Source: an optimization exercise on an open RTL-to-GDS flow (aim: small area, a short achievable clock period and few clock cycles per item). Production flows keep margins and buffers that such runs may drop.
Only simulation tests tie the RTL to the original design; equivalence was not proved.

Design outlier_rejecting_moving_average_core, start of the top module:
module outlier_rejecting_moving_average_core (
	input  logic        clk,
	input  logic        arst_n,
	input  logic        in_valid,
	output logic        in_ready,
	input  logic [11:0] in_sample,
	output logic        out_valid,
	input  logic        out_ready,
	output logic [11:0] out_filtered,
	output logic        out_held
);
	localparam int WIN = 10;
	localparam int NV  = 13;
	logic en_q, rdy_q;
	logic adv;
	assign adv      = en_q;
	assign in_ready = rdy_q;
	logic [NV-1:0] v;
	always_ff @(posedge clk or negedge arst_n) begin
		if (!arst_n) begin
			v <= '0;
		end else if (adv) begin
			v <= {v[NV-2:0], in_valid};
		end
	end
	logic [11:0]    h_q [WIN];
	logic [WIN-1:0] hv_q;
	logic [11:0] s0_q, s1_q, s2_q, s3_q, s4_q, old_q, old_d;
	always_comb begin
		logic [2:0] n;
		n = 3'(v[0]) + 3'(v[1]) + 3'(v[2]) + 3'(v[3]) + 3'(v[4]);
		case (n)
			3'd0:    old_d = hv_q[0] ? h_q[0] : 12'd0;
			3'd1:    old_d = hv_q[1] ? h_q[1] : 12'd0;
			3'd2:    old_d = hv_q[2] ? h_q[2] : 12'd0;
			3'd3:    old_d = hv_q[3] ? h_q[3] : 12'd0;
			3'd4:    old_d = hv_q[4] ? h_q[4] : 12'd0;
			default: old_d = hv_q[5] ? h_q[5] : 12'd0;
		endcase
	end
	logic [15:0] sum_q;
	always_ff @(posedge clk or negedge arst_n) begin
		if (!arst_n) begin
			sum_q <= '0;
			hv_q  <= '0;
		end else if (adv) begin
			if (v[0]) begin
				sum_q <= sum_q + {4'd0, s0_q} - {4'd0, old_q};
			end
			if (v[4]) begin
				hv_q <= {1'b1, hv_q[WIN-1:1]};
			end
		end
	end
	function automatic logic [4:0] div10_step(input logic [3:0] r, input logic b);
		case ({r, b})
			5'd0: div10_step = {1'b0, 4'd0};
			5'd1: div10_step = {1'b0, 4'd1};
			5'd2: div10_step = {1'b0, 4'd2};
			5'd3: div10_step = {1'b0, 4'd3};
			5'd4: div10_step = {1'b0, 4'd4};
			5'd5: div10_step = {1'b0, 4'd5};
			5'd6: div10_step = {1'b0, 4'd6};
  ...
clock: 8.0 ns
lec_check: 0
cap_margin: 20
core_margin: 2
core_utilization: 60
cts_buf_list: sky130_fd_sc_hd__clkbuf_4 sky130_fd_sc_hd__clkbuf_8
gpl_timing_driven: 1
setup_slack_margin: 4.4
slew_margin: 20
run.sh (not shown) runs the stock make flow with config.mk's settings and CLKGATE_MAP_FILE= SYNTH_SCRIPT=/design/flow/synth_recipe.tcl, a recipe that flattens the netlist after the stock synthesis.
The baseline produced a clean layout.
Testbench counts at the start, summed over its fixed seeds: cycles 8,112, items 8,000.
Edit:
Settings changed: CTS_BUF_LIST sky130_fd_sc_hd__clkbuf_4 sky130_fd_sc_hd__clkbuf_8 to default, CTS_CLUSTER_DIAMETER from default to 60, CTS_CLUSTER_SIZE from default to 30.
- The changed run passed the timing, design-rule and antenna checks
- clock skew went down by 0.0061 ns
- setup slack hardly moves
- final area falls by 2.1%
- wire length fell by 1.5%
- utilization went down by 1.5 points
Edit:
Settings changed: CTS_CLUSTER_DIAMETER 60 to default, CTS_CLUSTER_SIZE 30 to default, SETUP_SLACK_MARGIN 4.4 to 4.0.
Result: The new run passed the timing, design-rule and antenna checks. Final area hardly moves. Non-clock buffer count is lower by 36. Worst setup slack is worse by 0.23 ns. Via count shrinks slightly. Count of clock-buffer cells in the layout is higher by 24. Wire length came out lower slightly. Area after synthesis stays the same.

========
== violet ==
Starting RTL as in the previous note.
==> flow/config.mk <==
export PLATFORM = sky130hd
export DESIGN_NAME = outlier_rejecting_moving_average_core
export DESIGN_NICKNAME = outlier_rejecting_moving_average_core
export VERILOG_FILES = /design/flow/design.v
export SDC_FILE = /design/flow/constraint.sdc
export NUM_CORES = 4
export LEC_CHECK = 0
export CAP_MARGIN = 20
export CORE_MARGIN = 2
export CORE_UTILIZATION = 60
export CTS_CLUSTER_DIAMETER = 80
export CTS_CLUSTER_SIZE = 40
export GPL_TIMING_DRIVEN = 1
export SETUP_SLACK_MARGIN = 4.4
export SLEW_MARGIN = 20
==> flow/constraint.sdc <==
create_clock -name core_clock -period 8.0 [get_ports {clk}]
set_input_delay 1.6000 -clock core_clock [delete_from_list [all_inputs] [get_ports {clk}]]
set_output_delay 1.6000 -clock core_clock [all_outputs]
set_load 0.01 [all_outputs]
violet: no failed stages, no open violations at the end
Testbench counts of violet, summed over its fixed seeds: cycles 8,112, items 8,000.
Here is what was changed in the inputs of juniper compared with violet.
- setting TNS_END_PERCENT to 10 for the first time
- changing SETUP_SLACK_MARGIN from 4.4 to 4.6
- changing CTS_CLUSTER_SIZE from 40 to 30
- changing CTS_CLUSTER_DIAMETER from 80 to 60
Results
In juniper, the worst setup slack came out 0.049 ns below the value in violet.
Per the comparison of juniper with violet, sequential share of cell area saw a decrease, post-route cell area rose by 240 sq um, post-route fraction of the period consumed by the critical path climbed 0.61 points.
Per the final summary, juniper finished and its layout is clean on timing, DRC and antenna.
Looking at the reports, violet completed the entire flow and the layout it produced met the timing, design-rule and antenna checks.
#### Input delta (maple over juniper)
- a change of SETUP_SLACK_MARGIN from 4.6 to 4.4
- a deleted CTS_CLUSTER_DIAMETER that had been 60
- a deleted TNS_END_PERCENT that had been 10
- a deleted CTS_CLUSTER_SIZE that had been 30
==> results.txt <==
- Route | maple vs juniper | wire longer in maple
- Worst slew margin relative to its limit in maple is 7.4 points lower than in juniper
- Between juniper and maple, the clock-cell share of area is higher for maple.
Here is what was changed in the inputs of pepper compared with maple.
- SETUP_SLACK_MARGIN now 4.8, was 4.4
==> results.txt <==
Between pepper and maple, it is pepper whose critical path depth is higher, by 2.
Side by side, sequential cell area share turned out lower in pepper than in maple.
Final weighted congestion in routability-driven placement: pepper vs maple — no meaningful difference
Diff maple -> pepper: total routed wirelength increased by 5.7% relative to the old numbers; routed via count divided by cell count closely matched the old numbers; number of cell instances on the worst register-to-register path increased by 2 relative to the old numbers; non-clock buffer instance count of the final layout increased by 110% relative to the old numbers.
Re combined area of the multi-input logic cells: maple was lower than pepper.
Taking maple as the reference, in pepper minimum period implied by the final worst setup slack higher; final worst setup slack lower.

separate check: timing with driven ports:
Ports are ideal in the flow. The routed layouts listed here were re-timed in OpenROAD. Step 1 assumes that a clkbuf_16 drives the clock port and a buf_2 every other input. Step 2 moves the port delays by t, midway between the first and last clock arrival at a register: inputs arrive t later, outputs are due t later. That takes back most of the time a late clock gives input paths. Three values: ideal ports, drivers, drivers and shift; two values: the first two.
| run | shift t [ns] | setup slack, ns | hold WS [ns] | worst setup path at the end |
|---|---|---|---|---|
| the first run of note 1 | 0.727 | 4.333 / 4.333 / 4.333 | 0.406 / 0.406 / 0.406 | register to register |
| the second run of note 1 | 0.640 | 4.336 / 4.336 / 4.336 | 0.410 / 0.410 / 0.410 | register to register |
| the third run of note 1 | 0.663 | 4.109 / 4.109 / 4.109 | 0.403 / 0.403 / 0.403 | register to register |
| violet | 0.675 | 4.370 / 4.370 / 4.370 | 0.415 / 0.415 / 0.415 | register to register |
| juniper | 0.641 | 4.321 / 4.321 / 4.321 | 0.409 / 0.409 / 0.409 | register to register |
| maple | 0.662 | 4.362 / 4.362 / 4.362 | 0.407 / 0.407 / 0.407 | register to register |
| pepper | 0.655 | 4.346 / 4.346 / 4.346 | 0.408 / 0.408 / 0.408 | register to register |
After both steps setup and hold are still met in every run listed.
